Context: an optimization exercise on an open-source flow, tuned for small area, a short achievable clock period and few clock cycles. The choices shown serve that exercise and are no tape-out recipe. Where RTL was checked, it was by simulation tests only, not by an equivalence proof against the original. For runs 1 to 4, only the layout was checked, not whether the RTL still works. Power and IR drop assume default switching activity.

==> design/flow/design.v <==
package lsce_pkg;
  localparam int MAX_COLUMNS = 4096;
  localparam int MAX_ROWS    = 4096;
  localparam int COL_W       = 12;
  localparam int CNT_W       = 13;
  localparam int ROW_W       = 12;
  localparam int GRAD_W      = 9;
  localparam int CENTRE_W    = 20;
  localparam logic [1:0] REG_GRAD_THRESHOLD = 2'd0;
  localparam logic [1:0] REG_WIDTH_MIN      = 2'd1;
  localparam logic [1:0] REG_WIDTH_MAX      = 2'd2;
endpackage
module lsce_front (
  input  logic        clk,
  input  logic        rst_n,
  input  logic        in_push,
  output logic        in_full,
  input  logic [7:0]  in_pixel,
  input  logic        in_row_end,
  input  logic        in_frame_end,
  input  logic [8:0]  thr,
  input  logic signed [12:0] wmin,
  input  logic signed [12:0] wmax,
  input  logic        job_ready,
  input  logic        job_ready_nxt,
  output logic        job_valid,
  output logic [8:0]  job_x,
  output logic [8:0]  job_uq,
  output logic [9:0]  job_a,
  output logic [9:0]  job_b,
  output logic [12:0] job_s1,
  output logic        job_found,
  output logic        job_last
);
  logic       in_full_r;
  logic       v_r, re_r, fe_r;
  logic [7:0] px_r;
  logic [7:0]  pd0_r, pd1_r;
  logic [12:0] col_r;
  logic signed [8:0] prev_r, pk1_r, tr1_r;
  logic [8:0]  x_r, yq_r, uq_r, w_r;
  logic        ppend_r, tpend_r;
  logic [11:0] pkc_r, trc_r;
  logic        fin1_r, fin2_r, fin_n1_r, fin_last_r, pass_r;
  logic accept, hold, go, take, first, in_room;
  logic signed [8:0] g;
  logic signed [9:0] dp, dt, dg;
  logic cap_p, cap_t;
  logic [12:0] col_n;
  logic fin1_n, fin2_n, v_n, re_n;
  assign in_full = in_full_r;
  assign accept  = in_push && !in_full_r;
  assign in_room = !col_r[12];
  assign hold    = v_r && (fin1_r || (fin2_r && !job_ready)) && (re_r || col_r != '0);
  assign go      = v_r && !hold;
  assign take    = go && in_room && col_r != '0;
  assign first   = col_r == 13'd1;
  assign g       = first ? 9'sd0 : $signed({1'b0, px_r}) - $signed({1'b0, pd1_r});
  assign dp      = $signed({2'b00, px_r}) - $signed({2'b00, pd1_r}) - 10'(pk1_r);
  assign dt      = $signed({2'b00, px_r}) - $signed({2'b00, pd1_r}) - 10'(tr1_r);
  assign dg      = $signed({2'b00, px_r}) - $signed({2'b00, pd1_r}) - 10'(prev_r);
  assign cap_p   = first || !dp[9];
  assign cap_t   = first || dt[9];
  always_comb begin
    col_n = col_r;
    if (go) begin
      if (re_r) col_n = '0;
      else if (in_room) col_n = col_r + 13'd1;
    end
    fin1_n = go && re_r;
    fin2_n = fin1_r || (fin2_r && !job_ready);
    v_n   = hold ? 1'b1 : accept;
    re_n  = hold ? re_r : in_row_end;
  end
  always_ff @(posedge clk) begin
    if (!rst_n) begin
      in_full_r <= 1'b0;
      v_r <= 1'b0;
      col_r <= '0;
      fin1_r <= 1'b0;
      fin2_r <= 1'b0;
    end else begin
      in_full_r <= v_n && (fin1_n || (fin2_n && !job_ready_nxt)) && (re_n || col_n != '0);
      v_r <= v_n;
      col_r <= col_n;
      fin1_r <= fin1_n;
      fin2_r <= fin2_n;
    end
  end
  always_ff @(posedge clk) begin
    if (!hold) begin
      px_r <= in_pixel;
      re_r <= in_row_end;
      fe_r <= in_frame_end;
    end
    if (go && !re_r && in_room) begin
      pd1_r <= pd0_r;
      pd0_r <= px_r;
    end
    if (go && re_r) begin
      fin_n1_r <= col_r == '0;
      fin_last_r <= fe_r;
    end
    if (fin1_r) begin
      pass_r <= pass;
    end
    if (take) begin
      prev_r <= g;
      ppend_r <= cap_p;
      tpend_r <= cap_t;
      if (ppend_r) yq_r <= ~dp[8:0];
      if (tpend_r) w_r <= dt[8:0];
      if (cap_p) begin
        pk1_r <= g;
        x_r <= first ? 9'd0 : dg[8:0];
        pkc_r <= col_r[11:0];
      end
      if (cap_t) begin
        tr1_r <= g;
        uq_r <= ~dg[8:0];
        trc_r <= col_r[11:0];
      end
    end
  end
  logic pass;
  logic signed [10:0] thr_s;
  logic signed [13:0] wlo, whi;
  logic signed [10:0] tlo, thi;
  always_comb begin
    thr_s = $signed({2'b00, thr});
    wlo = $signed({2'b00, trc_r}) - $signed({2'b00, pkc_r}) - 14'(wmin);    
    whi = 14'(wmax) - $signed({2'b00, trc_r}) + $signed({2'b00, pkc_r});    
    tlo = 11'(pk1_r) - thr_s;                                               
    thi = 11'sd0 - 11'(tr1_r) - thr_s;                                             
    pass = !fin_n1_r && (pk1_r > 9'sd0) && (tr1_r <= 9'sd0)
           && !tlo[10] && !thi[10] && !wlo[13] && !whi[13]
           && (pkc_r != 12'd1) && (trc_r != 12'd1);
  end
  assign job_valid = fin2_r;
  assign job_x     = x_r;
  assign job_uq    = uq_r;
  assign job_a     = {1'b0, x_r} + {1'b0, ppend_r ? pk1_r : yq_r} + {9'd0, !ppend_r};
  assign job_b     = {1'b0, uq_r} + {1'b0, tpend_r ? ~tr1_r : w_r} + {8'd0, tpend_r, !tpend_r};
  assign job_s1    = {1'b0, pkc_r} + {1'b0, trc_r} - 13'd3;
  assign job_found = pass_r;
  assign job_last  = fin_last_r;
endmodule
module lsce_mul (
  input  logic        clk,
  input  logic        rst_n,
  input  logic        load,
  input  logic [8:0]  ld_x,
  input  logic [8:0]  ld_uq,
  input  logic [9:0]  ld_a,
  input  logic [9:0]  ld_b,
  input  logic [12:0] ld_s1,
  input  logic        ld_found,
  input  logic        ld_last,
  input  logic        take,
  output logic        valid,
  output logic        done,
  output logic        valid_nxt,
  output logic [19:0] d,
  output logic [19:0] e,
  output logic [12:0] s1,
  output logic        found,
  output logic        last
);
  logic        valid_r, done_r;
  logic [2:0]  cnt_r;
  logic [8:0]  x_r;
  logic [9:0]  a_r;
  logic signed [10:0] accd_r;
  logic signed [11:0] acce_r;
  logic [11:0] bq_r, uq_r;    
  logic [2:0]  db_r, du_r;      
  function automatic logic [2:0] booth(input logic b1, input logic b0, input logic bm);
    booth[0] = b0 ^ bm;
    booth[1] = (b1 & ~b0 & ~bm) | (~b1 & b0 & bm);
    booth[2] = b1 & ~(b0 & bm);
  endfunction
  logic [11:0] ma, mx, mxa;
  logic signed [12:0] sum_d;
  logic signed [13:0] sum_e;
  always_comb begin
    ma  = db_r[0] ? {2'b0, a_r} : db_r[1] ? {1'b0, a_r, 1'b0} : 12'd0;
    mx  = db_r[0] ? {3'b0, x_r} : db_r[1] ? {2'b0, x_r, 1'b0} : 12'd0;
    mxa = du_r[0] ? {2'b0, a_r} : du_r[1] ? {1'b0, a_r, 1'b0} : 12'd0;
    sum_d = 13'(accd_r) + (db_r[2] ? ~{1'b0, ma} : {1'b0, ma}) + 13'(db_r[2]);
    sum_e = 14'(acce_r) + (db_r[2] ? ~{2'b0, mx} : {2'b0, mx})
            + (du_r[2] ? ~{2'b0, mxa} : {2'b0, mxa}) + 14'(db_r[2]) + 14'(du_r[2]);
  end
  assign valid = valid_r;
  assign done  = done_r;
  assign valid_nxt = load || (valid_r && !take);
  assign d = {accd_r[7:0], bq_r};
  assign e = {acce_r[7:0], uq_r};
  always_ff @(posedge clk) begin
    if (!rst_n) begin
      valid_r <= 1'b0;
      done_r <= 1'b0;
    end else if (load) begin
      valid_r <= 1'b1;
      done_r <= !ld_found;
    end else if (take) begin
      valid_r <= 1'b0;
      done_r <= 1'b0;
    end else if (valid_r && !done_r && cnt_r == 3'd5) begin
      done_r <= 1'b1;
    end
  end
  always_ff @(posedge clk) begin
    if (load) begin
      x_r <= ld_x;
      a_r <= ld_a;
      accd_r <= '0;
      acce_r <= 12'(ld_a);
      bq_r <= {2'b0, ld_b};
      uq_r <= {3'b0, ld_uq};
      db_r <= booth(ld_b[1], ld_b[0], 1'b0);
      du_r <= booth(ld_uq[1], ld_uq[0], 1'b0);
      s1 <= ld_s1;
      found <= ld_found;
      last <= ld_last;
      cnt_r <= '0;
    end else if (valid_r && !done_r) begin
      accd_r <= sum_d[12:2];
      acce_r <= sum_e[13:2];
      bq_r <= {sum_d[1:0], bq_r[11:2]};
      uq_r <= {sum_e[1:0], uq_r[11:2]};
      db_r <= booth(bq_r[3], bq_r[2], bq_r[1]);
      du_r <= booth(uq_r[3], uq_r[2], uq_r[1]);
      cnt_r <= cnt_r + 3'd1;
    end
  end
endmodule
module lsce_back (
  input  logic        clk,
  input  logic        rst_n,
  input  logic        job_done,
  input  logic [19:0] job_d,
  input  logic [19:0] job_e,
  input  logic [12:0] job_s1,
  input  logic        job_found,
  input  logic        job_last,
  output logic        take,
  output logic        out_empty,
  input  logic        out_pop,
  output logic        out_found,
  output logic [19:0] out_centre_q8,
  output logic        out_last
);
  logic        valid_r, done_r;
  logic [3:0]  cnt_r;
  logic [19:0] r_r;
  logic        sb_r;
  logic [19:0] d_r;
  logic [7:0]  q_r;
  logic [12:0] s1_r;
  logic        pop;
  logic [20:0] t, diff;
  logic        qb;
  logic [19:0] c0, c1;
  assign pop  = out_pop && done_r;
  assign take = job_done && (!valid_r || pop);
  assign out_empty = !done_r;
  assign out_centre_q8 = r_r;
  assign t = {r_r, sb_r};
  assign diff = t - {1'b0, d_r};
  assign qb = !diff[20];
  assign c0 = {s1_r, q_r[6:0]} + {12'd0, q_r[7], 7'd0};
  assign c1 = c0 + 20'd1;
  always_ff @(posedge clk) begin
    if (!rst_n) begin
      valid_r <= 1'b0;
      done_r <= 1'b0;
    end else if (take) begin
      valid_r <= 1'b1;
      done_r <= !job_found;
    end else if (pop) begin
      valid_r <= 1'b0;
      done_r <= 1'b0;
    end else if (valid_r && !done_r && cnt_r == 4'd8) begin
      done_r <= 1'b1;
    end
  end
  always_ff @(posedge clk) begin
    if (take) begin
      d_r <= job_d;
      s1_r <= job_s1;
      out_found <= job_found;
      out_last <= job_last;
      r_r <= job_found ? {1'b0, job_e[19:1]} : 20'd0;
      sb_r <= job_e[0];
      cnt_r <= '0;
    end else if (valid_r && !done_r) begin
      cnt_r <= cnt_r + 4'd1;
      sb_r <= 1'b0;
      if (cnt_r == 4'd8) begin
        r_r <= qb ? c1 : c0;
      end else begin
        r_r <= qb ? diff[19:0] : t[19:0];
        q_r <= {q_r[6:0], qb};
      end
    end
  end
endmodule
module laser_stripe_center_extract (
  input  logic                clk,
  input  logic                rst_n,
  input  logic                in_push,
  output logic                in_full,
  input  logic [7:0]          in_pixel,
  input  logic                in_row_end,
  input  logic                in_frame_end,
  output logic                out_empty,
  input  logic                out_pop,
  output logic [lsce_pkg::ROW_W-1:0]    out_row_number,
  output logic                out_found,
  output logic [lsce_pkg::CENTRE_W-1:0] out_centre_q8,
  output logic                out_last,
  input  logic                cfg_valid,
  output logic                cfg_ready,
  input  logic [1:0]          cfg_index,
  input  logic [12:0]         cfg_data
);
  logic [8:0]         thr_r;
  logic signed [12:0] wmin_r, wmax_r;
  logic [11:0]        row_r;
  logic        job_valid, job_found, job_last;
  logic [8:0]  job_x, job_uq;
  logic [9:0]  job_a, job_b;
  logic [12:0] job_s1;
  logic        mul_valid, mul_done, mul_valid_nxt, mul_found, mul_last, mul_take;
  logic [19:0] mul_d, mul_e;
  logic [12:0] mul_s1;
  assign cfg_ready = 1'b1;
  always_ff @(posedge clk) begin
    if (!rst_n) begin
      thr_r <= 9'd35;
      wmin_r <= 13'sd1;
      wmax_r <= 13'sd20;
    end else if (cfg_valid) begin
      case (cfg_index)
        lsce_pkg::REG_GRAD_THRESHOLD: thr_r <= cfg_data[8:0];
        lsce_pkg::REG_WIDTH_MIN:      wmin_r <= $signed(cfg_data);
        lsce_pkg::REG_WIDTH_MAX:      wmax_r <= $signed(cfg_data);
        default: begin
        end
      endcase
    end
  end
  always_ff @(posedge clk) begin
    if (!rst_n) begin
      row_r <= '0;
    end else if (out_pop && !out_empty) begin
      if (out_last) row_r <= '0;
      else if (row_r != 12'hfff) row_r <= row_r + 12'd1;
    end
  end
  assign out_row_number = row_r;
  lsce_front u_front (
    .clk          (clk),
    .rst_n        (rst_n),
    .in_push      (in_push),
    .in_full      (in_full),
    .in_pixel     (in_pixel),
    .in_row_end   (in_row_end),
    .in_frame_end (in_frame_end),
    .thr          (thr_r),
    .wmin         (wmin_r),
    .wmax         (wmax_r),
    .job_ready    (!mul_valid),
    .job_ready_nxt(!mul_valid_nxt),
    .job_valid    (job_valid),
    .job_x        (job_x),
    .job_uq        (job_uq),
    .job_a        (job_a),
    .job_b        (job_b),
    .job_s1       (job_s1),
    .job_found    (job_found),
    .job_last     (job_last)
  );
  lsce_mul u_mul (
    .clk       (clk),
    .rst_n     (rst_n),
    .load      (job_valid && !mul_valid),
    .ld_x      (job_x),
    .ld_uq     (job_uq),
    .ld_a      (job_a),
    .ld_b      (job_b),
    .ld_s1     (job_s1),
    .ld_found  (job_found),
    .ld_last   (job_last),
    .take      (mul_take),
    .valid     (mul_valid),
    .done      (mul_done),
    .valid_nxt (mul_valid_nxt),
    .d         (mul_d),
    .e         (mul_e),
    .s1        (mul_s1),
    .found     (mul_found),
    .last      (mul_last)
  );
  lsce_back u_back (
    .clk           (clk),
    .rst_n         (rst_n),
    .job_done      (mul_done),
    .job_d         (mul_d),
    .job_e         (mul_e),
    .job_s1        (mul_s1),
    .job_found     (mul_found),
    .job_last      (mul_last),
    .take          (mul_take),
    .out_empty     (out_empty),
    .out_pop       (out_pop),
    .out_found     (out_found),
    .out_centre_q8 (out_centre_q8),
    .out_last      (out_last)
  );
endmodule
==> design/flow/run.sh <==
#!/bin/bash
# synth_recipe.tcl (not shown) runs the flow's synth.tcl, then flattens the netlist and writes it again
# the make line also repeats each setting of config.mk as NAME=value (left out here)
make -C /OpenROAD-flow-scripts/flow DESIGN_CONFIG=/design/flow/config.mk WORK_HOME=/design/flow/orfs CLKGATE_MAP_FILE= SYNTH_SCRIPT=/design/flow/synth_recipe.tcl finish
==> design/flow/config.mk <==
export PLATFORM = sky130hd
export DESIGN_NAME = laser_stripe_center_extract
export DESIGN_NICKNAME = laser_stripe_center_extract
export VERILOG_FILES = /design/flow/design.v
export SDC_FILE = /design/flow/constraint.sdc
export NUM_CORES = 4
export LEC_CHECK = 0
export CAP_MARGIN = 20
export CORE_MARGIN = 2
export CORE_UTILIZATION = 40
export SETUP_SLACK_MARGIN = 5
export SLEW_MARGIN = 20
==> design/flow/constraint.sdc <==
create_clock -name core_clock -period 8.0 [get_ports {clk}]
set_input_delay 1.6000 -clock core_clock [delete_from_list [all_inputs] [get_ports {clk}]]
set_output_delay 1.6000 -clock core_clock [all_outputs]
set_load 0.01 [all_outputs]
==> run_results.csv, run 1 <==
group,metric,value,unit
synth,synth_fa_ha_area_frac,0.148,
power,power_density,195,nW/um2
routing,drtAntennaViolNets,0,
setup_path,critPathLaunchType,"flip-flop",
cts,holdBufCountCts,0,
synth,synth_ff_type,"edfxtp_1",
setup_path,r2r_cells,19,
floorplanning,die_h,232,um
synth,synth_edf_count,250,
routing,drt_first_pass_iters,5,
status,status,"timing/DRC/antenna clean",
finish,multi_input_area,11700,um2
timing,fin_crit_sh,0.452,
setup_path,crit_path_end_kind,"flip-flop",
power,leakage,10.6,nW
finish,drive_gt1_frac,0.211,
setup_path,crit_chain,"ha_4 -> fa_2 -> o21bai_4 -> a21oi_2 -> o21bai_1 -> a21oi_2 -> o21bai_1 -> a21oi_2 -> o21bai_1 -> a211o_1 -> o221ai_2 -> ha_1 -> nand2b_4 -> o221ai_2 -> a21oi_2 -> nand4_1 -> a21oi_2 -> o311ai_1 -> a211oi_1",
synth,synth_nets,2315,
routing,initialDrtViolationCount,1090,
timing,worstMarginPinSlew,0.793,ns
cts,numCtsBuffers,40,
setup_path,crit_top_cell,"a21oi_2",
finish,final.fill_count,4519,
finish,final_nets,2545,
synth,synth_cell_type_count,75,
placement,globalplace.congestion,0.914,
finish,mostFrequentLayoutCells,"edfxtp_1, nand2_1, inv_1",
setup_path,cp_max_fo,2,
setup_path,crit_arrival,4.00,ns
cts,cts_tree,"done",
worst_hold_path,worstHoldStart,"u_mul.s1[3]$_DFFE_PP_",
setup_path,r2r-end,"u_front.pass_r$_DFFE_PP_",
timing,finClkSkew,0.0231,ns
synth,async_reset_ff_frac,0,
power,ir_drop,155,uV
floorplanning,io_pins,67,
placement,detailed_place_hpwl,38900,um
floorplanning,core-area,51400,um2
floorplanning,dieArea,53800,um2
floorplanning,die_w,232,um
synth,yosysSeqAreaShare,0.451,
global_route,grt_usage,0.204,
global_route,first_global_vias,15686,
setup_path,path_buf_inv,0,
synth,syn_avg_cell_area,10.1,um2
setup_path,crit_cells,19,
finish,final_common_cell,"edfxtp_1",
setup_path,crit_type,"reg -> reg",
routing,drc,0,
cts,clock_sinks,344,
setup_path,r2r-start,"u_front.pkc_r[0]$_DFFE_PP_",
routing,routedWlPerCell,18.6,um
cts,root_buffer,"clkbuf_16",
synth,synth-simple-area-share,0.133,
setup_path,cp_slowest_cell,"edfxtp_1",
timing,fmax,277,MHz
timing,rsz0062_at_grt,"yes",
finish,diodes,0,
routing,drt_wl_total,55900,um
finish,syn_to_final_growth,27.2,%
global_route,antenna_found_initial,0,
synth,synth_compound_area_frac,0.129,
worst_hold_path,whs_path_depth,0,
global_route,grt.overflow.total,0,
floorplanning,rows,83,
synth,synth_top_family_by_area,"adder cells",
timing,finalHoldViolCount,0,
timing,fin_setup_tns,0,ns
cts,cts_buffer_depth,3,
worst_hold_path,hold_class,"reg -> reg",
synth,syn-instance-count,2061,
placement,placement.io_buffers,65,
setup_path,slowest_delay,0.43,ns
setup_path,critPathRequiredTime,8.39,ns
cts,htreeDepth,2,
run,drv_cap,0,
setup_path,path_delay_family,"compound AO/OA/AOI/OAI gates",
synth,ys_warn_count,4,
synth,synth_xor_area_frac,0.0731,
routing,num_vias,15962,
synth,synth_seq_cells,344,
timing,holdWs,0.417,ns
timing,max-slew-margin-rel,0.469,
floorplanning,start_util,0.405,
synth,synthMuxAreaShare,0.0140,
worst_hold_path,hold_end,"u_back.s1_r[3]$_DFFE_PP_",
cts,insertion_delay,0.57,ns
setup_path,regToRegSetupSlack,4.39,ns
timing,final-max-slew-violation-count,0,
timing,setup_viol,0,
global_route,grt_pass1_wl,85800,um
timing,layout_min_cycle_time,3.61,ns
cts,clk_pin_slew_worst_paths,0.06,ns
routing,viasPerCell,5.32,
finish,seq_area,9400,um2
global_route,grt_start_max_net_pins,56,
synth,synth_area,20800,um2
==> cell families after synthesis <==
family          Yosys count
compound gates          423
flops                   344
simple gates            593
mux                      26
xor+xnor                172
buf+inv                 276
fa+ha+maj               226
other cells               1
==> worst max-delay path by stage <==
stage / startpoint / endpoint / slack (ns)
2_1_floorplan: u_mul.db_r[0]$_DFFE_PP_ / u_mul.acce_r[8]$_DFFE_PP_ / 4.33
3_3_place_gp: out_pop / u_back.r_r[0]$_DFFE_PP_ / 3.93
3_5_place_dp: out_pop / u_back.q_r[4]$_DFFE_PP_ / 3.84
4_1_cts: u_front.pkc_r[0]$_DFFE_PP_ / u_front.pass_r$_DFFE_PP_ / 4.41
5_1_grt: u_front.px_r[0]$_DFFE_PN_ / u_front.uq_r[3]$_DFFE_PP_ / 4.22
6_report: u_front.pkc_r[0]$_DFFE_PP_ / u_front.pass_r$_DFFE_PP_ / 4.39
==> layout make-up <==
cell class | instances | share of cell area
Timing Repair inverter | 1 | 0.000426
Inverter | 219 | 0.0320
Clock buffer | 60 | 0.0438
Timing Repair Buffer | 241 | 0.0888
Multi-Input combinational cell | 1444 | 0.441
Tap cell | 680 | 0.0322
Clock inverter | 13 | 0.00610
Sequential cell | 344 | 0.355
==> timing repair <==
item | CTS | global route
gates cloned | 11 | 2
setup buffers | 102 | 55
pin swaps | 107 | 120
endpoints found under the setup margin | 250 | 131
resized for setup | 209 | 152
==> stage by stage <==
step | cell area [um2] | utilization | cells | power [W] | setup WS, ns
after detailed placement | 22300 | 0.433 | 2759 | 0.00306 | 3.84
after global routing | 26400 | 0.514 | 3002 | 0.00538 | 4.22
after floorplan | 21000 | - | 2061 | 0.00282 | 4.33
final | 26400 | 0.514 | 3002 | 0.00515 | 4.39
after CTS | 25300 | 0.492 | 2945 | 0.00504 | 4.41
after global placement | 22300 | 0.433 | 2759 | 0.00303 | 3.93
==> power by group <==
group / internal (W) / switching [W] / leakage, nW
Combinational: 0.000563 / 0.000620 / 6.97
Sequential: 0.00204 / 0.0000773 / 3.03
Clock: 0.00110 / 0.000741 / 0.638
Total: 0.00371 / 0.00144 / 10.6
==> cell usage after synthesis, drive strengths merged (10+ instances only) <==
cell type | number | share of area
a21boi | 30 | 0.011
a21o | 42 | 0.015
a21oi | 121 | 0.029
a22oi | 18 | 0.0065
and2 | 16 | 0.0048
and3 | 16 | 0.0048
buf | 12 | 0.0028
clkbuf | 45 | 0.0081
dfxtp | 94 | 0.090
edfxtp | 250 | 0.36
fa | 35 | 0.034
ha | 189 | 0.11
inv | 218 | 0.039
mux2 | 22 | 0.012
nand2 | 225 | 0.041
nand2b | 24 | 0.0072
nand3 | 44 | 0.011
nand4 | 16 | 0.0048
nor2 | 137 | 0.025
nor2b | 28 | 0.0084
nor3 | 35 | 0.0087
nor4 | 16 | 0.0057
o211ai | 10 | 0.0036
o21ai | 99 | 0.024
o21bai | 23 | 0.0083
o221ai | 13 | 0.0055
xnor2 | 107 | 0.045
xor2 | 64 | 0.027
==> flip-flops by register name, summed over array words and instances, names as in the netlist, 12 cells and up <==
name           cells
u_back.r_r        20
u_mul.acce_r      12
u_back.s1_r       13
row_r             12
u_mul.bq_r        12
wmin_r            13
u_mul.s1          13
u_back.d_r        20
wmax_r            13
u_front.pkc_r     12
u_mul.uq_r        12
u_front.trc_r     12
u_front.col_r     13
==> routing by layer <==
| metal | up-vias | track usage | wire length (um) |
|---|---|---|---|
| li1 | 7668 | - | - |
| met1 | 7684 | 0.265 | 23900 |
| met2 | 476 | 0.342 | 26600 |
| met3 | 134 | 0.0284 | 3020 |
| met4 | 0 | 0.0819 | 2360 |
| met5 | - | 0 | 0 |
==> run 2, diff against run 1 <==
--- a/design/flow/config.mk
+++ b/design/flow/config.mk
@@ -8,5 +8,5 @@
 export CAP_MARGIN = 20
 export CORE_MARGIN = 2
 export CORE_UTILIZATION = 40
-export SETUP_SLACK_MARGIN = 5
+export SETUP_SLACK_MARGIN = 4.5
 export SLEW_MARGIN = 20
==> run 2 against run 1 <==
  * Still clean
  * Total power decreased by 3.9%
  * Sequential cell count unchanged
  * Global-route usage decreased by 1.5 points
  * Non-clock buffer count decreased by 110
  * Sequential share of layout area increased by 2.7 points
  * First-iteration DRC count decreased by 24%
  * Cell count decreased by 3.7%
  * Largest cell class unchanged
==> run_results.csv, run 2 <==
group,metric,value,unit
routing,viasPerCell,5.20,
floorplanning,io_pins,67,
synth,synth_area_leaders,"edfxtp_1, ha_1, dfxtp_1",
setup_path,slowest_delay,0.50,ns
setup_path,regToRegSetupSlack,4.40,ns
placement,placement.io_buffers,65,
power,internal_power,0.00359,W
synth,syn_avg_cell_area,10.1,um2
finish,drive_gt1_frac,0.114,
global_route,first_global_vias,14833,
synth,ys_warn_count,4,
synth,synth_top_family_by_area,"adder cells",
timing,rsz0062_at_grt,"yes",
timing,fmax,278,MHz
synth,synth_xor_area_frac,0.0731,
global_route,grt_pass1_wl,80300,um
timing,setup_viol,0,
power,combinationalPowerShare,0.202,
timing,layout_min_cycle_time,3.60,ns
floorplanning,core-area,51400,um2
synth,synth_area,20800,um2
cts,cts_tree,"done",
finish,top_regs,"u_back.d_r x20, u_back.r_r x20",
cts,htreeDepth,2,
setup_path,path_delay_family,"compound AO/OA/AOI/OAI gates",
status,status,"timing/DRC/antenna clean",
synth,synth_compound_area_frac,0.129,
placement,place_inst,2760,
synth,synth_fa_ha_area_frac,0.148,
routing,drt_first_pass_iters,5,
timing,final-max-slew-violation-count,0,
setup_path,r2r-start,"u_mul.db_r[0]$_DFFE_PP_",
synth,synth_edf_count,250,
synth,async_reset_ff_frac,0,
finish,final_nets,2434,
finish,mostFrequentLayoutCells,"edfxtp_1, nand2_1, inv_1",
worst_hold_path,worstHoldStart,"u_mul.bq_r[0]$_DFFE_PP_",
power,power,0.00495,W
cts,holdBufCountCts,0,
run,drv_cap,0,
synth,synthDominantCellAreaShare,0.361,
cts,clk_pin_slew_worst_paths,0.06,ns
worst_hold_path,whs_path_depth,0,
global_route,grt_usage,0.189,
synth,synthMuxAreaShare,0.0140,
synth,yosysTopAreaCell,"edfxtp_1",
placement,detailed_place_hpwl,37500,um
power,p_sw,0.00135,W
routing,initialDrtViolationCount,829,
setup_path,path_buf_inv,1,
setup_path,r2r-end,"u_mul.acce_r[8]$_DFFE_PP_",
timing,worstMarginPinSlew,1.09,ns
placement,globalplace.congestion,0.906,
timing,finalHoldViolCount,0,
routing,drtAntennaViolNets,0,
finish,final_cell_area,24600,um2
setup_path,r2r_cells,14,
floorplanning,die_w,232,um
finish,final_common_cell,"edfxtp_1",
synth,yosysSeqAreaShare,0.451,
synth,synth_seq_cells,344,
setup_path,critPathLaunchType,"flip-flop",
power,p_clk_frac,0.370,
synth,synth_nets,2315,
setup_path,crit_path_end_kind,"flip-flop",
synth,synth_ff_type,"edfxtp_1",
timing,fin_crit_sh,0.449,
finish,diodes,0,
floorplanning,dieArea,53800,um2
global_route,grt.overflow.total,0,
synth,ys_top_cells_by_count,"edfxtp_1, nand2_1, inv_1",
setup_path,crit_cells,14,
setup_path,cp_max_fo,7,
cts,insertion_delay,0.56,ns
setup_path,crit_type,"reg -> reg",
setup_path,cp_slowest_cell,"fa_1",
setup_path,crit_chain,"buf_6 -> a22oi_2 -> xnor2_2 -> fa_1 -> fa_2 -> a21o_1 -> a21oi_2 -> o21bai_1 -> a21oi_2 -> o21bai_2 -> a41oi_2 -> nor2b_4 -> xnor2_2 -> mux2_2",
power,ir_drop,174,uV
synth,syn-instance-count,2061,
timing,fin_setup_tns,0,ns
finish,final_cells,2890,
worst_hold_path,hold_class,"reg -> reg",
timing,finClkSkew,0.0154,ns
cts,numCtsBuffers,41,
synth,synth-simple-area-share,0.133,
cts,root_buffer,"clkbuf_16",
power,power_density,201,nW/um2
routing,drc,0,
power,p_sw_frac,0.274,
routing,drt_wl_total,50900,um
finish,syn_to_final_growth,18.1,%
power,leakage,9.73,nW
worst_hold_path,hold_end,"u_back.d_r[0]$_DFFE_PP_",
global_route,grt_start_max_net_pins,56,
power,p_seq_frac,0.428,
setup_path,crit_arrival,3.89,ns
setup_path,critPathRequiredTime,8.30,ns
floorplanning,start_util,0.405,
synth,synth_cell_type_count,75,
timing,max-slew-margin-rel,0.269,
routing,num_vias,15030,
placement,placed_cell_area,22300,um2
floorplanning,rows,83,
cts,cts_buffer_depth,3,
global_route,antenna_found_initial,0,
floorplanning,die_h,232,um
cts,clock_sinks,344,
routing,routedWlPerCell,17.6,um
synth,yosysMostFrequentCell,"edfxtp_1",
==> run 2: cell counts after synthesis <==
Identical to the previous run, type by type.
==> run 2: worst max path at each step <==
stage | from | slack [ns] | end
floorplan | u_mul.db_r[0]$_DFFE_PP_ | 4.32 | u_mul.acce_r[8]$_DFFE_PP_
global placement | out_pop | 3.39 | u_back.r_r[10]$_DFFE_PP_
detailed placement | out_pop | 3.30 | u_back.r_r[10]$_DFFE_PP_
CTS | u_front.col_r[7]$_SDFF_PN0_ | 4.37 | u_front.yq_r[7]$_DFFE_PP_
global route | u_front.pkc_r[0]$_DFFE_PP_ | 4.22 | u_front.pass_r$_DFFE_PP_
finish | u_mul.db_r[0]$_DFFE_PP_ | 4.40 | u_mul.acce_r[8]$_DFFE_PP_
==> run 2: through the flow <==
| stage | hold WS (ns) | worst slack (ns) | utilization |
|---|---|---|---|
| 2_1_floorplan | 0.400 | 4.32 | - |
| 3_5_place_dp | 0.405 | 3.30 | 0.433 |
| 3_3_place_gp | 0.404 | 3.39 | 0.432 |
| 4_1_cts | 0.416 | 4.37 | 0.468 |
| 5_1_grt | 0.419 | 4.22 | 0.478 |
| 6_report | 0.413 | 4.40 | 0.478 |
==> run 2: layer usage <==
layer | track usage | wire length [um] | up-vias
li1 | - | - | 7452
met1 | 0.254 | 23300 | 7160
met4 | 0.0709 | 1860 | 0
met5 | 0 | 0 | -
met2 | 0.309 | 23400 | 319
met3 | 0.0276 | 2300 | 99
==> run 2: what timing repair did <==
action                                  4_1_cts  5_1_grt
cloned                                        2        2
endpoints found under the setup margin      123      122
gates resized for setup                      45       67
setup buffers                                29       24
pin swaps                                    26       40
==> run 2: power groups by stage <==
stage                     clock network [W]  registers (W)  logic, W
after floorplan                           0        0.00213  0.000680
after global placement                    0        0.00216  0.000860
after detailed placement                  0        0.00216  0.000885
after CTS                           0.00188        0.00212  0.000927
after global routing                0.00195        0.00213   0.00112
final                               0.00183        0.00212  0.000997
==> run 2: cell type report <==
| class | count | area (um2) |
|---|---|---|
| clock inverter | 25 | 250 |
| clock buffer | 48 | 1050 |
| fill | 4720 | 26800 |
| timing repair buffer | 131 | 1250 |
| tap | 680 | 851 |
| multi-input combinational | 1443 | 10900 |
| sequential | 344 | 9390 |
| inverter | 219 | 841 |
==> run 2: kinds of logic (layout without fill, tap and decap cells) <==
group / after synthesis / after routing
AND/OR/NAND/NOR: 593 / 593
AO/OA/AOI/OAI: 423 / 425
flip-flops: 344 / 344
buffers and inverters: 276 / 423
adder cells (fa/ha/maj): 226 / 226
XOR/XNOR: 172 / 172
multiplexers: 26 / 26
other: 1 / 1
==> run 3, diff against run 2 <==
--- a/design/flow/config.mk
+++ b/design/flow/config.mk
@@ -7,6 +7,6 @@
 export LEC_CHECK = 0
 export CAP_MARGIN = 20
 export CORE_MARGIN = 2
-export CORE_UTILIZATION = 40
+export CORE_UTILIZATION = 65
 export SETUP_SLACK_MARGIN = 4.5
 export SLEW_MARGIN = 20
==> run 3 against run 2 <==
  * Still clean
  * Total power is 0.69% lower
  * First-iteration DRC count is 68% higher
  * Clock power is essentially flat
  * Worst hold slack improved by 0.0084 ns
  * Critical path depth increased by 1
  * Combinational power is 0.7% lower
  * Sequential share of layout area increased by 0.76 points
  * Critical path type unchanged
  * Critical endpoint unchanged
  * Largest power group unchanged
  * Highest routed layer is now met5
==> run_results.csv, run 3 <==
group,metric,value,unit
global_route,grt_pass1_wl,81700,um
setup_path,critPathRequiredTime,8.26,ns
synth,synth_cell_type_count,75,
setup_path,critPathLaunchType,"flip-flop",
synth,synth_edf_count,250,
synth,yosysMostFrequentCell,"edfxtp_1",
finish,final.fill_count,2101,
timing,layout_min_cycle_time,3.73,ns
cts,clk_pin_slew_worst_paths,0.06,ns
global_route,use_met1,0.415,
timing,final-max-slew-violation-count,0,
cts,cts_buffer_depth,3,
power,p_clk_frac,0.366,
finish,final_nets,2425,
routing,drtAntennaViolNets,0,
global_route,grt.overflow.total,0,
cts,root_buffer,"clkbuf_16",
synth,synth_area_leaders,"edfxtp_1, ha_1, dfxtp_1",
setup_path,crit_chain,"nor2b_1 -> buf_6 -> a22oi_2 -> xnor2_2 -> fa_1 -> fa_2 -> a21o_1 -> a21oi_2 -> o21bai_1 -> a21oi_2 -> o21bai_2 -> a41oi_2 -> nor2b_4 -> xnor2_2 -> mux2_4",
synth,async_reset_ff_frac,0,
synth,synth_ff_type,"edfxtp_1",
setup_path,crit_type,"reg -> reg",
finish,top_regs,"u_back.d_r x20, u_back.r_r x20",
timing,rsz0062_at_grt,"yes",
placement,preCtsSetupSlack,3.49,ns
placement,globalplace.congestion,0.897,
floorplanning,io_pins,67,
global_route,grt_usage,0.315,
synth,synth_area,20800,um2
setup_path,slowest_delay,0.55,ns
floorplanning,start_util,0.659,
routing,drc,0,
cts,insertion_delay,0.53,ns
power,power,0.00491,W
power,p_sw_frac,0.278,
setup_path,crit_arrival,3.98,ns
global_route,met2_usage,0.529,
timing,worstMarginPinSlew,0.908,ns
timing,layout_setup_ws,4.27,ns
timing,finClkSkew,0.0257,ns
setup_path,crit_path_end_kind,"flip-flop",
placement,detailed_place_hpwl,37500,um
placement,placement.io_buffers,65,
synth,ys_top_cells_by_count,"edfxtp_1, nand2_1, inv_1",
routing,drt_first_pass_iters,6,
power,leakage,9.66,nW
power,ir_drop,175,uV
finish,mostFrequentLayoutCells,"edfxtp_1, nand2_1, inv_1",
synth,syn-instance-count,2061,
synth,synth_nets,2315,
cts,numCtsBuffers,39,
floorplanning,die_h,183,um
cts,htreeDepth,2,
timing,fin_setup_tns,0,ns
power,combinationalPowerShare,0.201,
synth,yosysTopAreaCell,"edfxtp_1",
cts,cts_tree,"done",
finish,drive_gt1_frac,0.110,
power,p_sw,0.00136,W
global_route,first_global_vias,15288,
routing,initialDrtViolationCount,1390,
global_route,antenna_found_initial,1,
floorplanning,core-area,31600,um2
global_route,grt_start_max_net_pins,57,
routing,drt_wl_total,52300,um
synth,synth_seq_cells,344,
finish,syn_to_final_growth,15.8,%
timing,fin_crit_sh,0.466,
power,p_seq_frac,0.432,
worst_hold_path,hold_class,"reg -> reg",
synth,yosysSeqAreaShare,0.451,
timing,holdWs,0.421,ns
routing,routedWlPerCell,20.1,um
power,internal_power,0.00355,W
setup_path,cp_slowest_cell,"fa_1",
routing,num_vias,15578,
status,status,"timing/DRC/antenna clean",
timing,finalHoldViolCount,0,
global_route,gr-max-usage-layer,"met2",
floorplanning,rows,65,
routing,viasPerCell,5.99,
cts,clock_sinks,344,
setup_path,cp_max_fo,8,
synth,synthDominantCellAreaShare,0.361,
timing,fmax,268,MHz
finish,diodes,0,
floorplanning,die_w,183,um
timing,setup_viol,0,
timing,max-slew-margin-rel,0.392,
power,power_density,204,nW/um2
synth,syn_avg_cell_area,10.1,um2
floorplanning,dieArea,33400,um2
global_route,grt_use_met3,0.0363,
finish,final_common_cell,"edfxtp_1",
synth,ys_warn_count,4,
run,drv_cap,0,
## run 3: worst paths after layout
check,start,depth (start not counted),to,slack (ns)
setup / recovery,u_mul.db_r[0]$_DFFE_PP_,15,u_mul.acce_r[8]$_DFFE_PP_,4.27
setup reg to reg,u_mul.db_r[0]$_DFFE_PP_,15,u_mul.acce_r[8]$_DFFE_PP_,4.27
hold reg to reg,u_mul.s1[0]$_DFFE_PP_,0,u_back.s1_r[0]$_DFFE_PP_,0.42
hold / removal,u_mul.s1[0]$_DFFE_PP_,0,u_back.s1_r[0]$_DFFE_PP_,0.42
## run 3: metrics by stage
stage          cells  instance area [um2]   util
5_1_grt         2602                24100  0.763
3_5_place_dp    2480                21900  0.693
4_1_cts         2585                23700  0.751
3_3_place_gp    2480                21900  0.693
6_report        2602                24100  0.763
2_1_floorplan   2061                20900      -
## run 3: power by group through the flow
stage / clock, W / combinational, W / sequential, W
global route: 0.00187 / 0.00110 / 0.00213
floorplan: 0 / 0.000680 / 0.00213
CTS: 0.00181 / 0.000926 / 0.00212
finish: 0.00180 / 0.000990 / 0.00212
global placement: 0 / 0.000839 / 0.00216
detailed placement: 0 / 0.000874 / 0.00216
## run 3: logic make-up after synthesis
| family | share of synthesized area |
|---|---|
| simple gates | 0.133 |
| compound gates | 0.129 |
| flops | 0.451 |
| buf+inv | 0.0504 |
| fa+ha+maj | 0.148 |
| xor+xnor | 0.0731 |
| mux | 0.0140 |
| other cells | 0.000180 |
## run 3: per-layer routing
metal	vias up	routed length (um)
met5	-	13
met4	2	2420
met3	146	3170
met2	594	24800
met1	7413	21900
li1	7423	-
## run 3: final cells by class
class / count / area, um2 / share of cell area
tap: 402 / 503 / 0.0209
inverter: 219 / 842 / 0.0350
multi-input combinational: 1443 / 10900 / 0.450
sequential: 344 / 9390 / 0.390
timing repair buffer: 124 / 1210 / 0.0501
clock inverter: 23 / 220 / 0.00914
clock buffer: 47 / 1080 / 0.0448
## run 3: timing repair
item,CTS,global route
setup endpoints to repair,116,110
cloned,3,0
gates resized for setup,42,58
hold endpoints to repair,0,0
setup buffers,32,16
pin swaps,29,41
hold buffers,0,0
## run 3: worst max-delay path, delay by kind of cell (launching register included)
family / cells / cell delay, ns
xor gates and xnor gates: 2 / 0.23
adders and majority gates: 2 / 0.97
DFF: 1 / 0.42
AOI/OAI and AO/OA: 7 / 1.06
and+or+nand+nor: 2 / 0.37
buffers and inverters: 1 / 0.15
muxes: 1 / 0.27
==> run 4, diff against run 3 <==
--- a/design/flow/config.mk
+++ b/design/flow/config.mk
@@ -7,6 +7,6 @@
 export LEC_CHECK = 0
 export CAP_MARGIN = 20
 export CORE_MARGIN = 2
-export CORE_UTILIZATION = 65
-export SETUP_SLACK_MARGIN = 4.5
+export CORE_UTILIZATION = 40
+export SETUP_SLACK_MARGIN = 4.2
 export SLEW_MARGIN = 20
==> run 4 against run 3 <==
  * Sequential power about the same
  * Cell count increased by 10%
  * Largest power group unchanged
  * Fmax increased by 1.4%
  * Critical path depth decreased by 1
  * Clock-buffer cell count increased by 6
  * Utilization decreased by 30 points
  * Total power about the same
  * Highest routed layer is now met4
  * Critical path type unchanged
  * Combinational power decreased by 7.0%
  * Die area increased by 61%
  * Non-clock buffer count decreased by 15
==> run_results.csv, run 4 <==
group,metric,value,unit
status,status,"timing/DRC/antenna clean",
timing,rsz0062_at_grt,"yes",
finish,top_regs,"u_back.d_r x20, u_back.r_r x20",
setup_path,crit_type,"reg -> reg",
cts,clock_sinks,344,
cts,cts_tree,"done",
synth,synth_area_leaders,"edfxtp_1, ha_1, dfxtp_1",
timing,max-slew-margin-rel,0.326,
synth,ys_warn_count,4,
finish,syn_to_final_growth,15.7,%
timing,setup_viol,0,
synth,synth_edf_count,250,
timing,finClkSkew,0.0193,ns
cts,clk_pin_slew_worst_paths,0.06,ns
finish,final_cell_area,24100,um2
global_route,grt_usage,0.193,
setup_path,crit_arrival,3.98,ns
power,leakage,9.55,nW
setup_path,critPathRequiredTime,8.30,ns
finish,final_nets,2411,
timing,layout_min_cycle_time,3.67,ns
placement,placed_cell_area,22200,um2
finish,diodes,0,
finish,final_common_cell,"edfxtp_1",
placement,place_inst,2760,
routing,drt_first_pass_iters,6,
power,p_sw_frac,0.273,
synth,syn-instance-count,2061,
floorplanning,core-area,51400,um2
floorplanning,die_h,232,um
timing,fin_setup_tns,0,ns
synth,yosysMostFrequentCell,"edfxtp_1",
worst_hold_path,hold_class,"reg -> reg",
timing,finalHoldViolCount,0,
routing,drc,0,
global_route,grt_pass1_wl,81600,um
finish,drive_gt1_frac,0.0877,
cts,insertion_delay,0.57,ns
global_route,antenna_found_initial,1,
global_route,grt.overflow.total,0,
routing,drtAntennaViolNets,0,
timing,holdWs,0.417,ns
synth,synth_nets,2315,
synth,synthDominantCellAreaShare,0.361,
placement,globalplace.congestion,0.904,
power,p_sw,0.00134,W
synth,synth_ff_type,"edfxtp_1",
routing,num_vias,15088,
power,ir_drop,159,uV
setup_path,critPathLaunchType,"flip-flop",
cts,holdBufCountCts,0,
synth,yosysSeqAreaShare,0.451,
floorplanning,die_w,232,um
finish,mostFrequentLayoutCells,"edfxtp_1, nand2_1, inv_1",
setup_path,crit_path_end_kind,"flip-flop",
floorplanning,start_util,0.405,
synth,synth_area,20800,um2
timing,worstMarginPinSlew,1.01,ns
finish,final_cells,2869,
power,p_clk_frac,0.382,
synth,ys_top_cells_by_count,"edfxtp_1, nand2_1, inv_1",
cts,htreeDepth,2,
synth,yosysTopAreaCell,"edfxtp_1",
placement,detailed_place_hpwl,38500,um
routing,routedWlPerCell,18.0,um
cts,numCtsBuffers,41,
placement,placement.io_buffers,65,
power,internal_power,0.00357,W
synth,async_reset_ff_frac,0,
timing,fin_crit_sh,0.459,
synth,synth_seq_cells,344,
power,combinationalPowerShare,0.187,
routing,viasPerCell,5.26,
cts,root_buffer,"clkbuf_16",
run,drv_cap,0,
power,p_seq_frac,0.431,
synth,synth_cell_type_count,75,
synth,syn_avg_cell_area,10.1,um2
routing,initialDrtViolationCount,972,
power,power_density,204,nW/um2
setup_path,cp_max_fo,5,
routing,drt_wl_total,51500,um
timing,final-max-slew-violation-count,0,
floorplanning,io_pins,67,
global_route,first_global_vias,14968,
floorplanning,dieArea,53800,um2
floorplanning,rows,83,
timing,fmax,272,MHz
global_route,grt_start_max_net_pins,57,
cts,cts_buffer_depth,3,
[run 4: cell types whose count changed in the layout (fill, tap and decap cells not counted), moves of 5 or more]
| cell | before | now |
|---|---|---|
| clkinvlp_4 | 8 | 2 |
| clkinv_2 | 4 | 9 |
| a21oi_2 | 21 | 15 |
| buf_6 | 9 | 1 |
| clkbuf_1 | 3 | 9 |
| a21oi_1 | 99 | 106 |
[run 4: kinds of logic after synthesis]
group | share of synthesized area
buf+inv | 0.0504
simple gates | 0.133
compound gates | 0.129
mux | 0.0140
xor+xnor | 0.0731
fa+ha+maj | 0.148
other cells | 0.000180
flops | 0.451
[run 4: path summary, 6_finish.rpt]
| check | start | to | slack (ns) | cells after the start |
|---|---|---|---|---|
| worst max-delay path | u_mul.db_r[0]$_DFFE_PP_ | u_mul.acce_r[9]$_DFFE_PP_ | 4.33 | 14 |
| worst min-delay path | u_mul.s1[4]$_DFFE_PP_ | u_back.s1_r[4]$_DFFE_PP_ | 0.42 | 0 |
| worst max register to register | u_mul.db_r[0]$_DFFE_PP_ | u_mul.acce_r[9]$_DFFE_PP_ | 4.33 | 14 |
| worst min register to register | u_mul.s1[4]$_DFFE_PP_ | u_back.s1_r[4]$_DFFE_PP_ | 0.42 | 0 |
[run 4: timing repair]
action	4_1_cts	5_1_grt
gates cloned	1	0
endpoints found under the setup margin	56	77
pin swaps	6	23
buffers inserted	13	20
resized for setup	14	42
[run 4: area by class of cell]
type / instances / area [um2]
clock buffers: 53 / 1120
clock inverters: 22 / 215
inverters: 219 / 836
fillers: 4852 / 27300
multi-input cells: 1442 / 10600
well taps: 680 / 851
flip-flops and latches: 344 / 9390
repair buffers: 109 / 1010
[run 4: per-stage QoR]
| stage | worst slack, ns | util | total power, W |
|---|---|---|---|
| 6_report | 4.33 | 0.468 | 0.00491 |
| 3_5_place_dp | 3.11 | 0.432 | 0.00304 |
| 2_1_floorplan | 4.21 | - | 0.00280 |
| 4_1_cts | 4.21 | 0.462 | 0.00493 |
| 5_1_grt | 4.11 | 0.468 | 0.00516 |
| 3_3_place_gp | 3.21 | 0.432 | 0.00301 |
[run 4: layer usage]
metal  track usage  wire (um)  vias to the layer above
met5             0          0                        -
met1         0.259      24000                     7308
li1              -          -                     7414
met2         0.324      24200                      287
met4        0.0591       1380                        0
met3        0.0238       2000                       79
[run 4: worst max-delay path, stage by stage (launching register included)]
cell      delay (ns)
edfxtp_1        0.46
buf_4           0.18
buf_4           0.15
a22oi_1         0.20
xnor2_1         0.12
fa_1            0.63
ha_4            0.23
a21oi_2         0.16
o21bai_1        0.08
a21o_1          0.21
a21oi_2         0.18
o21ai_1         0.14
o41ai_2         0.40
xor2_1          0.18
a21oi_1         0.08
[run 4: power groups by stage]
| stage | Combinational (W) | Sequential (W) | Clock, W |
|---|---|---|---|
| floorplan | 0.000675 | 0.00213 | 0 |
| global placement | 0.000858 | 0.00215 | 0 |
| detailed placement | 0.000882 | 0.00216 | 0 |
| CTS | 0.000901 | 0.00212 | 0.00191 |
| global route | 0.00104 | 0.00213 | 0.00199 |
| finish | 0.000921 | 0.00212 | 0.00188 |
==> run 5, diff against run 4 <==
--- a/design/flow/design.v
+++ b/design/flow/design.v
@@ -34,16 +34,17 @@
 );
   logic       in_full_r;
   logic       v_r, re_r, fe_r;
-  logic [7:0] px_r;
-  logic [7:0]  pd0_r, pd1_r;
+  logic signed [8:0] g_r;
+  logic [7:0] ip0_r, ip1_r;    
+  logic [1:0] pos_r;           
   logic [12:0] col_r;
   logic signed [8:0] prev_r, pk1_r, tr1_r;
   logic [8:0]  x_r, yq_r, uq_r, w_r;
   logic        ppend_r, tpend_r;
   logic [11:0] pkc_r, trc_r;
-  logic        fin1_r, fin2_r, fin_n1_r, fin_last_r, pass_r;
+  logic        fin1_r, fin2_r, fin_n1_r, fin_last_r;
+  logic        pass_a_r, pass_lo_r, pass_hi_r;
   logic accept, hold, go, take, first, in_room;
-  logic signed [8:0] g;
   logic signed [9:0] dp, dt, dg;
   logic cap_p, cap_t;
   logic [12:0] col_n;
@@ -55,10 +56,9 @@
   assign go      = v_r && !hold;
   assign take    = go && in_room && col_r != '0;
   assign first   = col_r == 13'd1;
-  assign g       = first ? 9'sd0 : $signed({1'b0, px_r}) - $signed({1'b0, pd1_r});
-  assign dp      = $signed({2'b00, px_r}) - $signed({2'b00, pd1_r}) - 10'(pk1_r);
-  assign dt      = $signed({2'b00, px_r}) - $signed({2'b00, pd1_r}) - 10'(tr1_r);
-  assign dg      = $signed({2'b00, px_r}) - $signed({2'b00, pd1_r}) - 10'(prev_r);
+  assign dp      = 10'(g_r) - 10'(pk1_r);
+  assign dt      = 10'(g_r) - 10'(tr1_r);
+  assign dg      = 10'(g_r) - 10'(prev_r);
   assign cap_p   = first || !dp[9];
   assign cap_t   = first || dt[9];
   always_comb begin
@@ -76,12 +76,14 @@
     if (!rst_n) begin
       in_full_r <= 1'b0;
       v_r <= 1'b0;
+      pos_r <= '0;
       col_r <= '0;
       fin1_r <= 1'b0;
       fin2_r <= 1'b0;
     end else begin
       in_full_r <= v_n && (fin1_n || (fin2_n && !job_ready_nxt)) && (re_n || col_n != '0);
       v_r <= v_n;
+      if (accept) pos_r <= in_row_end ? 2'd0 : (pos_r == 2'd0 ? 2'd1 : 2'd2);
       col_r <= col_n;
       fin1_r <= fin1_n;
       fin2_r <= fin2_n;
@@ -89,40 +91,42 @@
   end
   always_ff @(posedge clk) begin
     if (!hold) begin
-      px_r <= in_pixel;
+      g_r <= pos_r[1] ? $signed({1'b0, in_pixel}) - $signed({1'b0, ip1_r}) : 9'sd0;
       re_r <= in_row_end;
       fe_r <= in_frame_end;
     end
-    if (go && !re_r && in_room) begin
-      pd1_r <= pd0_r;
-      pd0_r <= px_r;
+    if (accept) begin
+      ip1_r <= ip0_r;
+      ip0_r <= in_pixel;
     end
     if (go && re_r) begin
       fin_n1_r <= col_r == '0;
       fin_last_r <= fe_r;
     end
     if (fin1_r) begin
-      pass_r <= pass;
+      pass_a_r <= pass_a;
+      pass_lo_r <= !wlo[13];
+      pass_hi_r <= !whi[13];
     end
     if (take) begin
-      prev_r <= g;
+      prev_r <= g_r;
       ppend_r <= cap_p;
       tpend_r <= cap_t;
       if (ppend_r) yq_r <= ~dp[8:0];
       if (tpend_r) w_r <= dt[8:0];
       if (cap_p) begin
-        pk1_r <= g;
+        pk1_r <= g_r;
         x_r <= first ? 9'd0 : dg[8:0];
         pkc_r <= col_r[11:0];
       end
       if (cap_t) begin
-        tr1_r <= g;
+        tr1_r <= g_r;
         uq_r <= ~dg[8:0];
         trc_r <= col_r[11:0];
       end
     end
   end
-  logic pass;
+  logic pass_a;
   logic signed [10:0] thr_s;
   logic signed [13:0] wlo, whi;
   logic signed [10:0] tlo, thi;
@@ -131,10 +135,9 @@
     wlo = $signed({2'b00, trc_r}) - $signed({2'b00, pkc_r}) - 14'(wmin);    
     whi = 14'(wmax) - $signed({2'b00, trc_r}) + $signed({2'b00, pkc_r});    
     tlo = 11'(pk1_r) - thr_s;                                               
-    thi = 11'sd0 - 11'(tr1_r) - thr_s;                                             
-    pass = !fin_n1_r && (pk1_r > 9'sd0) && (tr1_r <= 9'sd0)
-           && !tlo[10] && !thi[10] && !wlo[13] && !whi[13]
-           && (pkc_r != 12'd1) && (trc_r != 12'd1);
+    thi = 11'sd0 - 11'(tr1_r) - thr_s;                                      
+    pass_a = !fin_n1_r && (pk1_r > 9'sd0) && (tr1_r <= 9'sd0)
+             && !tlo[10] && !thi[10] && (pkc_r != 12'd1) && (trc_r != 12'd1);
   end
   assign job_valid = fin2_r;
   assign job_x     = x_r;
@@ -142,7 +145,7 @@
   assign job_a     = {1'b0, x_r} + {1'b0, ppend_r ? pk1_r : yq_r} + {9'd0, !ppend_r};
   assign job_b     = {1'b0, uq_r} + {1'b0, tpend_r ? ~tr1_r : w_r} + {8'd0, tpend_r, !tpend_r};
   assign job_s1    = {1'b0, pkc_r} + {1'b0, trc_r} - 13'd3;
-  assign job_found = pass_r;
+  assign job_found = pass_a_r && pass_lo_r && pass_hi_r;
   assign job_last  = fin_last_r;
 endmodule
 module lsce_mul (
--- a/design/flow/config.mk
+++ b/design/flow/config.mk
@@ -8,5 +8,8 @@
 export CAP_MARGIN = 20
 export CORE_MARGIN = 2
 export CORE_UTILIZATION = 40
-export SETUP_SLACK_MARGIN = 4.2
+export CTS_BUF_LIST = sky130_fd_sc_hd__clkbuf_8
+export CTS_CLUSTER_DIAMETER = 80
+export CTS_CLUSTER_SIZE = 16
+export SETUP_SLACK_MARGIN = 4.5
 export SLEW_MARGIN = 20
==> run 5 against run 4 <==
  * Fmax increased by 6.7%
  * Sequential cell count increased by 5
  * Wire length decreased by 6.3%
  * Critical path type unchanged
  * Synthesized area increased by 0.75%
  * Sequential share of layout area increased by 1.1 points
  * Design area decreased by 1.4%
  * Non-clock buffer count increased by 17
  * Global-route usage decreased by 1.6 points
  * Total power decreased by 20%
  * Synthesized cell count decreased by 0.63%
  * Still clean
==> run_results.csv, run 5 <==
group,metric,value,unit
status,status,"timing/DRC/antenna clean",
synth,synth_compound_area_frac,0.128,
setup_path,r2r-start,"u_back.d_r[0]$_DFFE_PP_",
synth,syn-instance-count,2048,
floorplanning,dieArea,54200,um2
power,ir_drop,131,uV
global_route,antenna_found_initial,1,
cts,cts_buffer_depth,3,
cts,htreeDepth,1,
global_route,first_global_vias,14484,
setup_path,r2r-end,"u_back.r_r[19]$_SDFFCE_PP0P_",
synth,yosysSeqAreaShare,0.454,
setup_path,endpoint,"u_back.r_r[19]$_SDFFCE_PP0P_",
floorplanning,core-area,51500,um2
synth,synth_cell_type_count,72,
synth,async_reset_ff_frac,0,
synth,synth_top_family_by_area,"adder cells",
timing,rsz0062_at_grt,"yes",
setup_path,critPathLaunchType,"flip-flop",
finish,seq_area,9520,um2
floorplanning,rows,83,
global_route,grt_usage,0.177,
timing,final-max-slew-violation-count,0,
synth,synth_ff_type,"edfxtp_1",
routing,drtAntennaViolNets,0,
routing,drc,0,
cts,numCtsBuffers,29,
run,drv_cap,0,
timing,fin_crit_sh,0.430,
routing,drt_wl_total,48300,um
placement,globalplace.congestion,0.894,
placement,detailed_place_hpwl,36100,um
setup_path,r2r_cells,12,
synth,synth_xor_area_frac,0.0723,
setup_path,regToRegSetupSlack,4.56,ns
routing,num_vias,14761,
placement,placement.io_buffers,65,
setup_path,crit_path_end_kind,"flip-flop",
routing,viasPerCell,5.17,
finish,final_nets,2406,
synth,yosysTopAreaCell,"edfxtp_1",
worst_hold_path,hold_class,"reg -> reg",
cts,clock_sinks,349,
finish,top_regs,"u_back.d_r x20, u_back.r_r x20",
cts,holdBufCountCts,0,
timing,max-slew-margin-rel,0.316,
synth,synthDominantCellAreaShare,0.363,
synth,synth_edf_count,253,
routing,routedWlPerCell,16.9,um
synth,synth_nets,2302,
cts,insertion_delay,0.63,ns
synth,syn_avg_cell_area,10.2,um2
finish,final_common_cell,"edfxtp_1",
timing,fin_setup_tns,0,ns
power,leakage,9.61,nW
floorplanning,die_h,233,um
floorplanning,io_pins,67,
floorplanning,die_w,233,um
synth,synth_area_leaders,"edfxtp_1, ha_1, dfxtp_1",
timing,finClkSkew,0.0314,ns
synth,synthMuxAreaShare,0.0178,
synth,synth-simple-area-share,0.128,
setup_path,critPathRequiredTime,8.35,ns
timing,fmax,291,MHz
cts,root_buffer,"clkbuf_8",
power,power_density,166,nW/um2
timing,finalHoldViolCount,0,
cts,clk_pin_slew_worst_paths,0.10,ns
finish,drive_gt1_frac,0.0902,
finish,multi_input_area,10700,um2
timing,worstMarginPinSlew,1.03,ns
routing,drt_first_pass_iters,6,
synth,yosysMostFrequentCell,"edfxtp_1",
synth,ys_warn_count,4,
finish,mostFrequentLayoutCells,"edfxtp_1, inv_1, nand2_1",
setup_path,crit_arrival,3.80,ns
global_route,grt_pass1_wl,76900,um
timing,layout_min_cycle_time,3.44,ns
routing,initialDrtViolationCount,1006,
global_route,grt.overflow.total,0,
floorplanning,start_util,0.407,
global_route,grt_start_max_net_pins,59,
synth,ys_top_cells_by_count,"edfxtp_1, inv_1, nand2_1",
synth,synth_fa_ha_area_frac,0.147,
setup_path,cp_max_fo,5,
synth,synth_seq_cells,349,
setup_path,cp-startpoint,"u_back.d_r[0]$_DFFE_PP_",
finish,syn_to_final_growth,13.3,%
setup_path,crit_type,"reg -> reg",
synth,synth_area,21000,um2
cts,cts_tree,"done",
finish,final.fill_count,4867,
timing,setup_viol,0,
power,power,0.00394,W
## run 5: changes by cell type in the layout (fill, tap and decap cells not counted), sizes merged, moves of 10 or more
cell / change
buf: +14
clkbuf: -21
inv: +33
mux2i: +13
nand2: -20
nor2: -10
nor3: -15
o21ai: -20
## run 5: timing repair
item                                    4_1_cts  5_1_grt
gates cloned                                  1        2
setup buffers                                20       30
pin swaps                                     4       24
endpoints found under the setup margin       50       89
gates resized for setup                      29       55
## run 5: final cells by class
| type | instances | share of cell area |
|---|---|---|
| diodes | 2 | 0.000211 |
| clock buffers | 29 | 0.0168 |
| clock inverters | 24 | 0.00675 |
| inverters | 239 | 0.0383 |
| multi-input cells | 1407 | 0.449 |
| flip-flops and latches | 349 | 0.401 |
| well taps | 680 | 0.0358 |
| repair buffers | 126 | 0.0517 |
## run 5: kinds of logic (layout without fill, tap and decap cells)
kind of cell / Yosys count / after routing
other cells: 1 / 3
simple gates: 565 / 565
mux: 35 / 35
xor+xnor: 173 / 173
compound gates: 408 / 408
buf+inv: 292 / 418
fa+ha+maj: 225 / 225
flops: 349 / 349
## run 5: how the worst min path moves through the flow
| stage | startpoint | to | slack [ns] | cells after the start |
|---|---|---|---|---|
| 2_1_floorplan | u_mul.bq_r[0]$_DFFE_PP_ | u_back.d_r[0]$_DFFE_PP_ | 0.40 | 0 |
| 3_3_place_gp | u_front.ip0_r[0]$_DFFE_PP_ | u_front.ip1_r[0]$_DFFE_PP_ | 0.40 | 0 |
| 3_5_place_dp | u_mul.s1[0]$_DFFE_PP_ | u_back.s1_r[0]$_DFFE_PP_ | 0.41 | 0 |
| 4_1_cts | u_mul.s1[8]$_DFFE_PP_ | u_back.s1_r[8]$_DFFE_PP_ | 0.41 | 0 |
| 5_1_grt | u_mul.s1[8]$_DFFE_PP_ | u_back.s1_r[8]$_DFFE_PP_ | 0.42 | 0 |
| 6_report | u_mul.s1[8]$_DFFE_PP_ | u_back.s1_r[8]$_DFFE_PP_ | 0.41 | 0 |
## run 5: per-layer routing
metal	vias up	wire [um]	GRT usage
li1	7337	-	-
met1	7044	23200	0.250
met2	313	22100	0.292
met3	67	1820	0.0194
met4	0	1180	0.0382
met5	-	0	0
## run 5: worst max-delay path: stages (launching register included)
cell and delay [ns]:
edfxtp_1 0.39, ha_2 0.22, fa_2 0.35, nand2b_4 0.16
a21o_1 0.19, a211o_1 0.36, a21o_1 0.21, a211oi_4 0.27
buf_12 0.16, buf_12 0.12, nand4b_1 0.11, xnor2_1 0.48
o22ai_1 0.14
## run 5: power by group
group	internal, W	switching [W]	leakage (nW)	total (W)
logic	0.000367	0.000434	6.17	0.000801
registers	0.00205	0.0000723	3.12	0.00212
clock network	0.000387	0.000628	0.329	0.00101
total	0.00280	0.00113	9.61	0.00394
## run 5: metrics by stage
stage | utilization | setup slack, ns | hold WS [ns] | std cells | cell area, um2
2_1_floorplan | - | 4.55 | 0.400 | 2048 | 21000
3_3_place_gp | 0.433 | 3.75 | 0.402 | 2747 | 22300
3_5_place_dp | 0.433 | 3.61 | 0.405 | 2747 | 22300
4_1_cts | 0.450 | 4.47 | 0.411 | 2821 | 23200
5_1_grt | 0.461 | 4.40 | 0.419 | 2855 | 23700
6_report | 0.461 | 4.56 | 0.411 | 2856 | 23700
Testbench counts of run 5, summed over its fixed seeds: cycles 36,155.
==> run 6, diff against run 5 <==
--- a/design/flow/config.mk
+++ b/design/flow/config.mk
@@ -8,8 +8,5 @@
 export CAP_MARGIN = 20
 export CORE_MARGIN = 2
 export CORE_UTILIZATION = 40
-export CTS_BUF_LIST = sky130_fd_sc_hd__clkbuf_8
-export CTS_CLUSTER_DIAMETER = 80
-export CTS_CLUSTER_SIZE = 16
 export SETUP_SLACK_MARGIN = 4.5
 export SLEW_MARGIN = 20
==> run 6 against run 5 <==
  * Still clean on timing, DRC and antenna
  * Wire length grew 1.0%
  * Sequential cell count is the same
  * Design area grew 3.4%
  * Synthesized area is the same
  * Clock power grew 99%
  * Die area is the same
  * Clock skew shrank 0.013 ns
  * First-iteration DRC count grew 13%
  * Fmax grew 1.1%
  * Cell count grew 0.60%
  * Worst hold slack gained 0.0053 ns
  * Non-clock buffer count shrank 4
  * Largest power group unchanged
==> run_results.csv, run 6 <==
group,metric,value,unit
synth,synthDominantCellAreaShare,0.363,
timing,final-max-slew-violation-count,0,
cts,clock_sinks,349,
power,leakage,9.96,nW
finish,mostFrequentLayoutCells,"edfxtp_1, inv_1, nand2_1",
finish,final.fill_count,4794,
placement,placement.io_buffers,65,
setup_path,crit_chain,"ha_2 -> fa_2 -> nand2b_4 -> a21o_1 -> a211o_1 -> a21o_1 -> a211oi_4 -> buf_6 -> buf_4 -> clkbuf_16 -> mux2i_2 -> nor2_1 -> a221o_1",
finish,diodes,0,
timing,fmax,294,MHz
synth,ys_warn_count,4,
routing,num_vias,14862,
synth,synth_area,21000,um2
timing,setup_viol,0,
floorplanning,core-area,51500,um2
global_route,first_global_vias,14530,
setup_path,cp-startpoint,"u_back.d_r[0]$_DFFE_PP_",
finish,final_nets,2414,
global_route,grt_pass1_wl,77400,um
finish,final_util,0.477,
timing,worstMarginPinSlew,1.00,ns
floorplanning,die_h,233,um
routing,drtAntennaViolNets,0,
timing,fin_crit_sh,0.425,
timing,holdWs,0.416,ns
placement,preCtsSetupSlack,3.61,ns
routing,viasPerCell,5.17,
routing,drc,0,
floorplanning,die_w,233,um
finish,top_regs,"u_back.d_r x20, u_back.r_r x20",
synth,async_reset_ff_frac,0,
finish,final_cell_area,24600,um2
timing,layout_min_cycle_time,3.40,ns
global_route,grt.overflow.total,0,
timing,rsz0062_at_grt,"yes",
cts,insertion_delay,0.56,ns
finish,final_common_cell,"edfxtp_1",
setup_path,slowest_delay,0.37,ns
cts,clk_pin_slew_worst_paths,0.06,ns
routing,routedWlPerCell,17.0,um
setup_path,crit_top_cell,"a21o_1",
setup_path,r2r-start,"u_back.d_r[0]$_DFFE_PP_",
synth,yosysSeqAreaShare,0.454,
cts,numCtsBuffers,41,
setup_path,crit_path_end_kind,"flip-flop",
synth,yosysMostFrequentCell,"edfxtp_1",
synth,synth_edf_count,253,
timing,finClkSkew,0.0187,ns
finish,seq_area,9520,um2
worst_hold_path,worstHoldStart,"u_front.ip0_r[3]$_DFFE_PP_",
synth,synth_area_leaders,"edfxtp_1, ha_1, dfxtp_1",
finish,multi_input_area,10600,um2
setup_path,path_delay_family,"compound AO/OA/AOI/OAI gates",
synth,yosysTopAreaCell,"edfxtp_1",
status,status,"timing/DRC/antenna clean",
setup_path,cp_slowest_cell,"edfxtp_1",
cts,cts_buffer_depth,3,
synth,synth_ff_type,"edfxtp_1",
setup_path,critPathRequiredTime,8.31,ns
cts,root_buffer,"clkbuf_16",
setup_path,cp_max_fo,10,
cts,cts_tree,"done",
routing,initialDrtViolationCount,1138,
synth,synth_cell_type_count,72,
synth,syn_avg_cell_area,10.2,um2
cts,htreeDepth,2,
synth,ys_top_cells_by_count,"edfxtp_1, inv_1, nand2_1",
floorplanning,dieArea,54200,um2
floorplanning,io_pins,67,
placement,detailed_place_hpwl,36100,um
routing,drt_first_pass_iters,5,
synth,synth_seq_cells,349,
synth,synth_nets,2302,
global_route,grt_usage,0.180,
setup_path,critPathLaunchType,"flip-flop",
global_route,antenna_found_initial,0,
global_route,grt_start_max_net_pins,59,
finish,drive_gt1_frac,0.0944,
timing,finalHoldViolCount,0,
timing,fin_setup_tns,0,ns
worst_hold_path,hold_class,"reg -> reg",
placement,globalplace.congestion,0.894,
timing,layout_setup_ws,4.60,ns
power,power_density,201,nW/um2
setup_path,crit_type,"reg -> reg",
power,ir_drop,145,uV
floorplanning,rows,83,
finish,syn_to_final_growth,17.2,%
timing,max-slew-margin-rel,0.331,
setup_path,crit_arrival,3.71,ns
placement,placed_cell_area,22300,um2
routing,drt_wl_total,48700,um
setup_path,path_buf_inv,3,
synth,syn-instance-count,2048,
run,drv_cap,0,
floorplanning,start_util,0.407,
==> run 6: cell types whose count changed in the layout (fill, tap and decap cells not counted), moves of 3 or more <==
cell / delta
clkinv_1: +3
clkbuf_16: +43
clkbuf_8: -28
inv_1: -11
clkinv_2: +3
bufinv_16: +7
clkbuf_1: +11
==> run 6: cells by family after synthesis <==
logic type	share of synthesized area
AO/OA/AOI/OAI	0.128
XOR/XNOR	0.0723
adder cells (fa/ha/maj)	0.147
buffers and inverters	0.0529
flip-flops	0.454
multiplexers	0.0178
other	0.000179
AND/OR/NAND/NOR	0.128
==> run 6: repair_timing <==
item	CTS	global route
pin swaps	4	20
hold buffers	0	0
gates resized for setup	23	55
gates cloned	1	2
setup endpoints to repair	50	86
buffers inserted	17	29
==> run 6: stage by stage <==
step | power [W] | cells
2_1_floorplan | 0.00271 | 2048
5_1_grt | 0.00516 | 2873
6_report | 0.00493 | 2873
3_3_place_gp | 0.00287 | 2747
3_5_place_dp | 0.00290 | 2747
4_1_cts | 0.00494 | 2841
==> run 6: power by group <==
part / internal (W) / switching, W
logic: 0.000365 / 0.000432
registers: 0.00205 / 0.0000720
clock network: 0.00126 / 0.000748
total: 0.00368 / 0.00125
==> run 6: layout make-up <==
class                           instances  share of cell area
Inverter                              239              0.0374
Clock buffer                           56              0.0466
Sequential cell                       349               0.388
Multi-Input combinational cell       1407               0.433
Tap cell                              680              0.0347
Timing Repair Buffer                  122              0.0480
Clock inverter                         20              0.0124
==> run 6: worst paths after layout <==
kind / endpoint / slack (ns) / depth (start not counted)
worst max-delay path: u_back.r_r[16]$_DFFE_PP_ / 4.60 / 13
worst min register to register: u_front.ip1_r[3]$_DFFE_PP_ / 0.42 / 0
worst min-delay path: u_front.ip1_r[3]$_DFFE_PP_ / 0.42 / 0
worst max register to register: u_back.r_r[16]$_DFFE_PP_ / 4.60 / 13
==> run 6: layer usage <==
metal / track usage / share of wire
met4: 0.0527 / 0.026
met1: 0.250 / 0.48
met3: 0.0277 / 0.040
met2: 0.289 / 0.45
met5: 0 / 0
==> run 6: worst reg2reg max path, stage by stage, from the launching register on <==
cell	delay, ns
edfxtp_1	0.37
ha_2	0.22
fa_2	0.35
nand2b_4	0.16
a21o_1	0.20
a211o_1	0.36
a21o_1	0.22
a211oi_4	0.23
buf_6	0.17
buf_4	0.14
clkbuf_16	0.17
mux2i_2	0.23
nor2_1	0.07
a221o_1	0.29

Re-timed with assumed drivers on the ports (clkbuf_16 on the clock, buf_2 on other inputs), run 6 has 4.597 ns of setup slack against 4.597 ns with ideal ports, and 4.028 ns once port delays also move by the mid clock arrival of 0.611 ns.
